Background: an optimization exercise with open tools, aiming at small area, a short achievable clock period and few clock cycles. Do not read the settings as production practice.
The RTL was checked by simulation tests, not by an equivalence proof against the original design.
Power is estimated from default activity; no workload was simulated.

[run.sh]
#!/bin/bash
# synth_recipe.tcl (not shown) runs the flow's synth.tcl, then flattens the netlist and writes it again
# the make line also repeats each setting of config.mk as NAME=value (left out here)
make -C /OpenROAD-flow-scripts/flow DESIGN_CONFIG=/design/flow/config.mk WORK_HOME=/design/flow/orfs CLKGATE_MAP_FILE= SYNTH_SCRIPT=/design/flow/synth_recipe.tcl finish
[config.mk]
export PLATFORM = sky130hd
export DESIGN_NAME = hough_top
export DESIGN_NICKNAME = hough_top
export VERILOG_FILES = /design/flow/design.v
export SDC_FILE = /design/flow/constraint.sdc
export NUM_CORES = 4
export LEC_CHECK = 0
export CAP_MARGIN = 20
export CORE_MARGIN = 2
export CORE_UTILIZATION = 40
export SLEW_MARGIN = 20
[constraint.sdc]
create_clock -name core_clock -period 8.0 [get_ports {clk}]
set_input_delay 1.6000 -clock core_clock [delete_from_list [all_inputs] [get_ports {clk}]]
set_output_delay 1.6000 -clock core_clock [all_outputs]
set_load 0.01 [all_outputs]
[design.v]
package hough_pkg;
   localparam int IMG_DIM         = 10;    
   localparam int MAX_EDGES       = 32;    
   localparam int NUM_RAD_BINS    = 16;    
   localparam int MIN_RADIUS      = 1;
   localparam int MAX_RADIUS      = 6;
   localparam int X_VOTE_MIN      = 2;     
   localparam int Y_VOTE_MIN      = 1;
   localparam int DEFAULT_CENT_LO = 4;     
   localparam int DEFAULT_CENT_HI = 5;
   typedef logic [3:0] coord_t;       
   typedef logic [9:0] row_t;         
   typedef logic [9:0] cent_mask_t;   
   typedef logic [7:0] vote_t;        
   typedef logic [5:0] edge_cnt_t;    
   typedef logic [4:0] edge_idx_t;
   typedef logic [7:0] dist_sq_t;     
   typedef logic [3:0] radius_t;
   typedef logic [5:0] rad_cnt_t;
   typedef logic [7:0] rad_mask_t;    
   localparam coord_t LAST_COORD = coord_t'(IMG_DIM - 1);
   localparam logic [6*(MAX_RADIUS+1)-1:0] RAD_THRESH = {
      6'd13, 6'd12, 6'd10, 6'd8, 6'd4, 6'd4, 6'd0
   };
   typedef struct packed {
      coord_t x;   
      coord_t y;   
   } edge_pt_t;
   typedef struct packed {
      cent_mask_t x_mask;
      cent_mask_t y_mask;
   } cand_t;
   typedef struct packed {
      coord_t    x;
      coord_t    y;
      rad_mask_t rad_mask;
      logic      last;   
   } result_t;
   typedef enum logic [2:0] {
      LOAD, SCAN, PAIR_X, PAIR_Y, MASK, WAIT
   } voter_state_e;
   typedef enum logic [2:0] {
      IDLE, NEXT_CENT, FEED, DRAIN, JUDGE, EMIT
   } rad_state_e;
endpackage
`timescale 1ns/1ps
module center_voter (
   input  logic                 clk,
   input  logic                 i_rst_n,
   input  logic                 i_row_valid,
   input  hough_pkg::row_t      i_row,
   output logic                 o_row_ready,
   output hough_pkg::edge_pt_t  o_pt_wr,
   output logic                 o_pt_we,
   output hough_pkg::cand_t     o_cand,
   output logic                 o_cand_valid,
   input  logic                 i_frame_done
);
   hough_pkg::voter_state_e state;
   hough_pkg::row_t   img   [hough_pkg::IMG_DIM];
   hough_pkg::vote_t  x_acc [hough_pkg::IMG_DIM];
   hough_pkg::vote_t  y_acc [hough_pkg::IMG_DIM];
   hough_pkg::coord_t ln;   
   hough_pkg::coord_t pa;   
   hough_pkg::coord_t pb;   
   logic                  row_take;
   logic                  bit_a;
   logic                  bit_b;
   logic [4:0]            pair_sum;
   hough_pkg::coord_t     mid;
   logic                  pair_last;
   hough_pkg::cent_mask_t x_mask_c;
   hough_pkg::cent_mask_t y_mask_c;
   assign o_row_ready = (state == hough_pkg::LOAD);
   assign row_take    = i_row_valid && o_row_ready;
   always_comb begin
      if (state == hough_pkg::PAIR_X) begin
         bit_a = img[ln][pa];
         bit_b = img[ln][pb];
      end else begin
         bit_a = img[pa][ln];
         bit_b = img[pb][ln];
      end
   end
   assign pair_sum  = {1'b0, pa} + {1'b0, pb};
   assign mid       = pair_sum[4:1];   
   assign pair_last = (ln == hough_pkg::LAST_COORD) && (pb == hough_pkg::LAST_COORD) &&
                      (pa == hough_pkg::LAST_COORD - 4'd1);
   always_comb begin
      for (int c = 0; c < hough_pkg::IMG_DIM; c++) begin
         x_mask_c[c] = x_acc[c] > hough_pkg::vote_t'(hough_pkg::X_VOTE_MIN);
         y_mask_c[c] = y_acc[c] > hough_pkg::vote_t'(hough_pkg::Y_VOTE_MIN);
      end
      if (x_mask_c == '0) begin   
         x_mask_c[hough_pkg::DEFAULT_CENT_LO] = 1'b1;
         x_mask_c[hough_pkg::DEFAULT_CENT_HI] = 1'b1;
      end
      if (y_mask_c == '0) begin
         y_mask_c[hough_pkg::DEFAULT_CENT_LO] = 1'b1;
         y_mask_c[hough_pkg::DEFAULT_CENT_HI] = 1'b1;
      end
   end
   always_ff @(posedge clk or negedge i_rst_n) begin
      if (!i_rst_n) begin
         state        <= hough_pkg::LOAD;
         ln           <= '0;
         pa           <= '0;
         pb           <= '0;
         o_pt_we      <= 1'b0;
         o_cand_valid <= 1'b0;
      end else begin
         o_pt_we      <= 1'b0;
         o_cand_valid <= 1'b0;
         case (state)
            hough_pkg::LOAD: if (row_take) begin
               ln <= ln + 1'b1;
               if (ln == hough_pkg::LAST_COORD) begin
                  state <= hough_pkg::SCAN;
                  ln    <= '0;
                  pb    <= '0;
               end
            end
            hough_pkg::SCAN: begin
               o_pt_we <= img[ln][pb];   
               pb      <= pb + 1'b1;
               if (pb == hough_pkg::LAST_COORD) begin
                  pb <= '0;
                  ln <= ln + 1'b1;
                  if (ln == hough_pkg::LAST_COORD) begin
                     state <= hough_pkg::PAIR_X;
                     ln    <= '0;
                     pa    <= '0;
                     pb    <= 4'd1;
                  end
               end
            end
            hough_pkg::PAIR_X, hough_pkg::PAIR_Y: begin
               if (pb != hough_pkg::LAST_COORD) begin
                  pb <= pb + 1'b1;
               end else if (pa == hough_pkg::LAST_COORD - 4'd1) begin
                  ln <= ln + 1'b1;   
                  pa <= '0;
                  pb <= 4'd1;
               end else begin
                  pa <= pa + 1'b1;
                  pb <= pa + 4'd2;
               end
               if (pair_last) begin
                  state <= (state == hough_pkg::PAIR_X) ? hough_pkg::PAIR_Y : hough_pkg::MASK;
                  ln    <= '0;
                  pa    <= '0;
                  pb    <= 4'd1;
               end
            end
            hough_pkg::MASK: begin
               o_cand_valid <= 1'b1;
               state        <= hough_pkg::WAIT;
            end
            default: if (i_frame_done) begin   
               state <= hough_pkg::LOAD;
               ln    <= '0;
            end
         endcase
      end
   end
   always_ff @(posedge clk) begin
      if (row_take) img[ln] <= i_row;
      if (row_take && ln == hough_pkg::LAST_COORD) begin
         for (int c = 0; c < hough_pkg::IMG_DIM; c++) begin
            x_acc[c] <= '0;
            y_acc[c] <= '0;
         end
      end else if (bit_a && bit_b) begin
         if (state == hough_pkg::PAIR_X) x_acc[mid] <= x_acc[mid] + 1'b1;
         if (state == hough_pkg::PAIR_Y) y_acc[mid] <= y_acc[mid] + 1'b1;
      end
      if (state == hough_pkg::SCAN) begin
         o_pt_wr.x <= pb;
         o_pt_wr.y <= ln;
      end
      if (state == hough_pkg::MASK) begin
         o_cand.x_mask <= x_mask_c;
         o_cand.y_mask <= y_mask_c;
      end
   end
endmodule
`timescale 1ns/1ps
module edge_point_store (
   input  logic                 clk,
   input  logic                 i_rst_n,
   input  hough_pkg::edge_pt_t  i_pt_wr,
   input  logic                 i_pt_we,
   input  logic                 i_clear,
   input  hough_pkg::edge_idx_t i_rd_idx,
   output hough_pkg::edge_pt_t  o_rd_pt,
   output hough_pkg::edge_cnt_t o_count
);
   logic [7:0]           mem [hough_pkg::MAX_EDGES];   
   hough_pkg::edge_cnt_t count;
   logic                 wr_ok;
   assign wr_ok   = i_pt_we && (count < hough_pkg::edge_cnt_t'(hough_pkg::MAX_EDGES));
   assign o_count = count;
   always_ff @(posedge clk or negedge i_rst_n) begin
      if (!i_rst_n) begin
         count <= '0;
      end else if (i_clear) begin
         count <= '0;   
      end else if (wr_ok) begin
         count <= count + 1'b1;
      end
   end
   always_ff @(posedge clk) begin
      if (wr_ok) mem[count[4:0]] <= i_pt_wr;
      o_rd_pt <= mem[i_rd_idx];   
   end
endmodule
`timescale 1ns/1ps
module isqrt_pipe (
   input  logic                clk,
   input  logic                i_rst_n,
   input  logic                i_dsq_valid,
   input  hough_pkg::dist_sq_t i_dsq,
   output logic                o_root_valid,
   output hough_pkg::radius_t  o_root
);
   logic [3:0]          vld_q;
   logic [7:0]          rem_q  [4];
   hough_pkg::radius_t  root_q [4];
   hough_pkg::dist_sq_t dsq_q  [4];   
   function automatic logic [11:0] sqrt_step(input logic [7:0]         rem,
                                             input hough_pkg::radius_t root,
                                             input logic [1:0]         pair);
      logic [7:0] rem_sh;
      logic [7:0] trial;
      rem_sh = {rem[5:0], pair};
      trial  = {2'b00, root, 2'b01};
      if (rem_sh >= trial) sqrt_step = {rem_sh - trial, root[2:0], 1'b1};
      else                 sqrt_step = {rem_sh, root[2:0], 1'b0};
   endfunction
   always_ff @(posedge clk or negedge i_rst_n) begin
      if (!i_rst_n) vld_q <= '0;
      else          vld_q <= {vld_q[2:0], i_dsq_valid};
   end
   always_ff @(posedge clk) begin
      {rem_q[0], root_q[0]} <= sqrt_step(8'd0, 4'd0, i_dsq[7:6]);
      dsq_q[0]              <= i_dsq;
      for (int s = 1; s < 4; s++) begin
         {rem_q[s], root_q[s]} <= sqrt_step(rem_q[s-1], root_q[s-1], dsq_q[s-1][7-2*s -: 2]);
         dsq_q[s]              <= dsq_q[s-1];
      end
   end
   assign o_root_valid = vld_q[3];
   assign o_root       = root_q[3];
endmodule
`timescale 1ns/1ps
module radius_voter (
   input  logic                 clk,
   input  logic                 i_rst_n,
   input  hough_pkg::cand_t     i_cand,
   input  logic                 i_cand_valid,
   output hough_pkg::edge_idx_t o_rd_idx,
   input  hough_pkg::edge_pt_t  i_rd_pt,
   input  hough_pkg::edge_cnt_t i_count,
   output logic                 o_dsq_valid,
   output hough_pkg::dist_sq_t  o_dsq,
   input  logic                 i_root_valid,
   input  hough_pkg::radius_t   i_root,
   output logic                 o_res_valid,
   output hough_pkg::result_t   o_res,
   input  logic                 i_res_ready,
   output logic                 o_frame_done,
   output logic                 o_clear
);
   hough_pkg::rad_state_e state;
   hough_pkg::cent_mask_t x_mask;
   hough_pkg::cent_mask_t y_mask;
   hough_pkg::coord_t     cx;
   hough_pkg::coord_t     cy;
   hough_pkg::edge_cnt_t  n_pts;   
   hough_pkg::edge_cnt_t  idx;     
   hough_pkg::edge_cnt_t  got;     
   logic                  rd_pend;
   logic                  done_q;
   hough_pkg::rad_cnt_t   hist [hough_pkg::NUM_RAD_BINS];
   hough_pkg::result_t    res_q;
   hough_pkg::coord_t     nxt_cx;
   hough_pkg::coord_t     nxt_cy;
   logic                  is_cent;
   logic                  is_last;
   hough_pkg::dist_sq_t   dx;
   hough_pkg::dist_sq_t   dy;
   hough_pkg::rad_mask_t  rad_mask;
   assign nxt_cy  = (cy == hough_pkg::LAST_COORD) ? 4'd0 : cy + 1'b1;
   assign nxt_cx  = (cy == hough_pkg::LAST_COORD) ? cx + 1'b1 : cx;
   assign is_cent = x_mask[cx] && y_mask[cy];
   assign is_last = ((x_mask >> (5'(cx) + 5'd1)) == '0) &&
                    ((y_mask >> (5'(cy) + 5'd1)) == '0);
   assign dx          = {4'd0, (cx > i_rd_pt.x) ? cx - i_rd_pt.x : i_rd_pt.x - cx};
   assign dy          = {4'd0, (cy > i_rd_pt.y) ? cy - i_rd_pt.y : i_rd_pt.y - cy};
   assign o_dsq       = dx * dx + dy * dy;
   assign o_dsq_valid = rd_pend;
   assign o_rd_idx    = idx[4:0];
   always_comb begin
      rad_mask = '0;
      for (int r = hough_pkg::MIN_RADIUS; r <= hough_pkg::MAX_RADIUS; r++) begin
         rad_mask[r] = hist[r] >= hough_pkg::RAD_THRESH[6*r +: 6];
      end
   end
   always_ff @(posedge clk or negedge i_rst_n) begin
      if (!i_rst_n) begin
         state   <= hough_pkg::IDLE;
         x_mask  <= '0;
         y_mask  <= '0;
         cx      <= '0;
         cy      <= '0;
         n_pts   <= '0;
         idx     <= '0;
         got     <= '0;
         rd_pend <= 1'b0;
         done_q  <= 1'b0;
      end else begin
         rd_pend <= 1'b0;
         done_q  <= 1'b0;
         if (i_root_valid) got <= got + 1'b1;
         case (state)
            hough_pkg::IDLE: if (i_cand_valid) begin
               x_mask <= i_cand.x_mask;
               y_mask <= i_cand.y_mask;
               n_pts  <= i_count;   
               cx     <= '0;
               cy     <= '0;
               state  <= hough_pkg::NEXT_CENT;
            end
            hough_pkg::NEXT_CENT: begin
               if (is_cent) begin
                  idx   <= '0;
                  got   <= '0;
                  state <= hough_pkg::FEED;
               end else begin
                  cx <= nxt_cx;
                  cy <= nxt_cy;
               end
            end
            hough_pkg::FEED: begin
               if (idx == n_pts) begin
                  state <= hough_pkg::DRAIN;
               end else begin
                  rd_pend <= 1'b1;
                  idx     <= idx + 1'b1;
               end
            end
            hough_pkg::DRAIN: if (got == n_pts) state <= hough_pkg::JUDGE;
            hough_pkg::JUDGE: state <= hough_pkg::EMIT;
            default: if (i_res_ready) begin   
               if (res_q.last) begin
                  done_q <= 1'b1;
                  state  <= hough_pkg::IDLE;
               end else begin
                  cx    <= nxt_cx;
                  cy    <= nxt_cy;
                  state <= hough_pkg::NEXT_CENT;
               end
            end
         endcase
      end
   end
   always_ff @(posedge clk) begin
      if (state == hough_pkg::NEXT_CENT && is_cent) begin
         for (int b = 0; b < hough_pkg::NUM_RAD_BINS; b++) hist[b] <= '0;
      end else if (i_root_valid) begin
         hist[i_root] <= hist[i_root] + 1'b1;
      end
      if (state == hough_pkg::JUDGE) begin
         res_q.x        <= cx;
         res_q.y        <= cy;
         res_q.rad_mask <= rad_mask;
         res_q.last     <= is_last;
      end
   end
   assign o_res_valid  = (state == hough_pkg::EMIT);
   assign o_res        = res_q;
   assign o_frame_done = done_q;
   assign o_clear      = done_q;   
endmodule
`timescale 1ns/1ps
module hough_top (
   input  logic                clk,
   input  logic                i_rst_n,
   input  logic                i_row_valid,
   input  hough_pkg::row_t     i_row,
   output logic                o_row_ready,
   output logic                o_res_valid,
   output hough_pkg::result_t  o_res,
   input  logic                i_res_ready
);
   hough_pkg::edge_pt_t  pt_wr;
   logic                 pt_we;
   hough_pkg::cand_t     cand;
   logic                 cand_valid;
   logic                 frame_done;
   logic                 clear;
   hough_pkg::edge_idx_t rd_idx;
   hough_pkg::edge_pt_t  rd_pt;
   hough_pkg::edge_cnt_t count;
   logic                 dsq_valid;
   hough_pkg::dist_sq_t  dsq;
   logic                 root_valid;
   hough_pkg::radius_t   root;
   center_voter u_center_voter (
      .clk          (clk),
      .i_rst_n      (i_rst_n),
      .i_row_valid  (i_row_valid),
      .i_row        (i_row),
      .o_row_ready  (o_row_ready),
      .o_pt_wr      (pt_wr),
      .o_pt_we      (pt_we),
      .o_cand       (cand),
      .o_cand_valid (cand_valid),
      .i_frame_done (frame_done)
   );
   edge_point_store u_edge_point_store (
      .clk      (clk),
      .i_rst_n  (i_rst_n),
      .i_pt_wr  (pt_wr),
      .i_pt_we  (pt_we),
      .i_clear  (clear),
      .i_rd_idx (rd_idx),
      .o_rd_pt  (rd_pt),
      .o_count  (count)
   );
   isqrt_pipe u_isqrt_pipe (
      .clk          (clk),
      .i_rst_n      (i_rst_n),
      .i_dsq_valid  (dsq_valid),
      .i_dsq        (dsq),
      .o_root_valid (root_valid),
      .o_root       (root)
   );
   radius_voter u_radius_voter (
      .clk          (clk),
      .i_rst_n      (i_rst_n),
      .i_cand       (cand),
      .i_cand_valid (cand_valid),
      .o_rd_idx     (rd_idx),
      .i_rd_pt      (rd_pt),
      .i_count      (count),
      .o_dsq_valid  (dsq_valid),
      .o_dsq        (dsq),
      .i_root_valid (root_valid),
      .i_root       (root),
      .o_res_valid  (o_res_valid),
      .o_res        (o_res),
      .i_res_ready  (i_res_ready),
      .o_frame_done (frame_done),
      .o_clear      (clear)
   );
endmodule
==> run summary <==
==> flip-flops by register name, indices dropped and copies added (netlist names), 12 cells and up <==
register / count
u_center_voter.o_cand: 20
u_center_voter.x_acc: 128
u_isqrt_pipe.rem_q: 15
u_radius_voter.hist: 96
u_center_voter.y_acc: 128
u_radius_voter.res_q: 15
u_isqrt_pipe.dsq_q: 12
u_center_voter.img: 100
u_edge_point_store.mem: 256
==> cells in the mapped netlist, types with 68 or more instances <==
master,n
mux2_2,79
nand2_1,154
nor2_1,318
edfxtp_1,751
mux2i_1,74
clkbuf_1,111
nor3_1,102
o21ai_0,87
inv_1,90
dfrtp_1,78
nand3_1,68
mux4_2,202
a21oi_1,76
==> layout make-up <==
cell class                      count  area, sq um  area share, %
Sequential cell                   874        25400           55.6
Multi-Input combinational cell   1722        14400           31.6
Clock buffer                      127         2530           5.53
Tap cell                         1368         1710           3.75
Timing Repair Buffer               86          791           1.73
Clock inverter                     45          480           1.05
Inverter                           93          349          0.764
==> layer usage <==
metal  wire length [um]  vias up  GRT usage [%]
met3               6980      195           3.17
met5                  0        -              0
li1                   -    11100              -
met2              49700     1023           32.4
met1              41200    12700           25.9
met4               3000        0           5.95
==> metrics by stage <==
stage	utilization, %	hold slack, ns	worst slack, ns	cells	total power, uW
3_3_place_gp	41.8	0.313	1.98	4134	13600
4_1_cts	44.8	0.308	1.69	4306	18000
2_1_floorplan	-	0.310	2.22	2872	11600
6_report	44.9	0.307	1.70	4315	18000
3_5_place_dp	41.8	0.315	1.73	4134	13700
5_1_grt	44.9	0.322	1.25	4315	19100
==> cells by family after synthesis <==
kind of cell             Yosys count
AO/OA/AOI/OAI                    365
XOR/XNOR                          59
adder cells (fa/ha/maj)           82
buffers and inverters            276
flip-flops                       874
multiplexers                     355
other                              1
AND/OR/NAND/NOR                  858
==> power groups by stage <==
stage / Sequential [uW] / Clock, uW / Combinational (uW)
6_report: 5610 / 4280 / 8130
5_1_grt: 5640 / 4530 / 8960
4_1_cts: 5610 / 4350 / 8080
3_5_place_dp: 5700 / 0 / 8030
3_3_place_gp: 5690 / 0 / 7920
2_1_floorplan: 5540 / 0 / 6040
==> worst max path at each step <==
| stage | start | endpoint | slack [ns] | cells past startpoint |
|---|---|---|---|---|
| after floorplan | u_radius_voter.cy[0] | u_isqrt_pipe.rem_q[0][1] | 2.22 | 24 |
| after global placement | u_radius_voter.cx[0] | u_isqrt_pipe.rem_q[0][1] | 1.98 | 25 |
| after detailed placement | u_radius_voter.cx[0] | u_isqrt_pipe.rem_q[0][0] | 1.73 | 25 |
| after CTS | u_radius_voter.cx[0] | u_isqrt_pipe.rem_q[0][0] | 1.69 | 25 |
| after global routing | u_radius_voter.cx[0] | u_isqrt_pipe.rem_q[0][0] | 1.25 | 25 |
| final | u_radius_voter.cx[0] | u_isqrt_pipe.rem_q[0][0] | 1.70 | 25 |
==> worst max-delay path: stages (launching register included) <==
cell     delay (ns)
dfrtp_1        0.63
inv_1          0.18
ha_1           0.22
inv_1          0.10
fa_1           0.22
a21o_1         0.13
a21oi_1        0.06
a41oi_1        0.38
mux2i_1        0.28
xor2_1         0.36
inv_1          0.12
nand2_1        0.12
fa_1           0.44
fa_1           0.50
inv_1          0.06
fa_1           0.50
fa_1           0.55
ha_1           0.17
inv_1          0.06
fa_1           0.40
inv_1          0.07
a21o_1         0.10
a21oi_1        0.07
xnor2_1        0.13
xnor2_1        0.25
nor2b_1        0.08
==> impl_metrics.csv <==
group,metric,value,unit
drt,drc_errors,0,
logic_synthesis,synthTopCellsByArea,"edfxtp_1 (55%), mux4_2 (11%), dfrtp_1 (4.8%)",
floorplanning,fp-row-count,117,
outcome,outcome,"timing/DRC/antenna clean",
sta,max_slew.worst_pin.slew,1.11,ns
sta,clock.fmax,0.159,GHz
logic_synthesis,synth_top_family_by_area,"multiplexers",
grt,grt_usage,19.3,%
drt,drtPass1Iterations,6,
run,maxCapViolCount,0,
clock_tree,cts_resized,0,
floorplanning,core,0.102,sq mm
drt,ant_nets,0,
clock_tree,htreeDepth,3,
pwr,max-vdd-ir-drop,0.546,mV
sta,fin_tns_setup,0,ns
logic_synthesis,yosys.area_share.simple,9.93,%
pwr,intPower,10800,uW
grt,grt_pass1_wl,155000,um
sta,hold_viol_final,0,
critical_path,r2r_start,"u_radius_voter.cx[0]",
clock_tree,clockBufferDepth,3,
drt,drt_iter0_drc,2734,
logic_synthesis,yosys_warnings,7,
sta,min_period,6.30,ns
placement,gp_congestion,0.895,
critical_path,critPathKind,"reg -> reg",
drt,via_per_inst,5.80,
clock_tree,clkTransAtPathRegs,0.06,ns
clock_tree,clkSinkCount,874,
logic_synthesis,ys.flop_type,"edfxtp_1",
critical_path,startpoint_type,"flip-flop",
final_layout,drive_gt1_share,17.5,%
grt,antenna_found_initial,0,
floorplanning,dieWidth,324,um
sta,rsz0062_at_grt,"no",
pwr,switchingPower,7170,uW
grt,grt_max_degree,71,
clock_tree,cts_setup_buffers,0,
drt,routedWlPerCell,23.4,um
drt,routed_wl,101000,um
logic_synthesis,netlist_instances,2870,
critical_path,critical_path_required,8.53,ns
floorplanning,dieArea,0.105,sq mm
final_layout,layout_common_cells,"edfxtp_1 (751), nor2_1 (317), mux4_2 (202)",
logic_synthesis,yosys.area.top_type,"edfxtp_1",
grt,grt_pass1_vias,25200,
clock_tree,cts_tree,"built",
worst_hold_path,hold_path.class,"reg -> reg",
placement,dp_hpwl,66900,um
worst_hold_path,whs_endpoint,"u_isqrt_pipe.dsq_q[2][1]",
logic_synthesis,ys_seq_area_share,62.0,%
pwr,seqPwrFrac,31.1,%
logic_synthesis,synth-compound-area-share,5.87,%
placement,portBuffers,30,
logic_synthesis,ys_seq_elements,874,
logic_synthesis,ys_types,92,
logic_synthesis,synth-edff-count,751,
pwr,p_per_area,394,mW/mm^2
logic_synthesis,synthArstFlopShare,8.92,%
grt,gr-total-overflow,0,
logic_synthesis,synth.area.mux_share,15.1,%
final_layout,syn_to_final_growth,11.5,%
sta,fin_worst_skew,0.0306,ns
pwr,pwr-share-comb,45.1,%
critical_path,cp-end-kind,"flip-flop",
placement,postPlaceCellArea,0.0426,sq mm
clock_tree,clk_latency,0.67,ns
clock_tree,numCtsBuffers,93,
sta,finalCritPeriodShare,78.7,%
logic_synthesis,synth_top_area_share,55.0,%
logic_synthesis,synthAdderAreaFrac,2.81,%
critical_path,crit_fanout,13,
sta,maxSlewViolCount,0,
critical_path,rr_worst_depth,25,
final_layout,n_antenna_cell,0,
floorplanning,die_y,324,um
critical_path,arrival,6.83,ns
clock_tree,ctsHoldBuffers,0,
critical_path,rr_endpoint,"u_isqrt_pipe.rem_q[0][0]",
final_layout,final_common_cell,"edfxtp_1",
clock_tree,ctsRootBufferMaster,"clkbuf_16",
final_layout,fill_cells,8885,
sta,setup_viol,0,
final_layout,final_area,0.0457,sq mm
floorplanning,initial_core_util,40.3,%
pwr,p_clk_share,23.7,%
logic_synthesis,syn_area_per_cell,14.3,sq um
sta,maxSlewHeadroom,25.7,%
floorplanning,pin_count,33,
logic_synthesis,synthXorXnorAreaFrac,1.37,%
worst_hold_path,min_from,"u_isqrt_pipe.dsq_q[1][1]",
logic_synthesis,syn-cell-area,0.0410,sq mm
final_layout,nets,2966,
pwr,p_sw_share,39.8,%
drt,num_vias,25000,
worst_hold_path,min_path_cells,0,
critical_path,r2r_setup_slack,1.70,ns
pwr,p_leak,0.0150,uW
Testbench counts, summed over its fixed seeds: cycles 212,226.

separate check: timing with driven ports:
How much do the figures lean on ideal ports? The routed layout below was timed once more, with nothing changed but the port constraints.
Step 1, drivers: a clkbuf_16 drives clk and a buf_2 each remaining input, both assumed.
Step 2, shift: input delay + t, output delay - t, t = (earliest + latest rising clock arrival at the registers) / 2. This alone moves slack from input paths to output paths.
a / b / c = no drivers / after step 1 / after step 2; a / b = the first two.
t (ns): 0.726
setup slack, ns: 1.704 / 1.704 / 1.704
worst register clock-pin slew, ns: 0.06 / 0.06
cell pins on the clock port's net: 1
After both steps setup and hold are still met in this run. For this run, drivers alone change the setup slack by 0.000 ns; drivers and shift together by 0.000 ns.
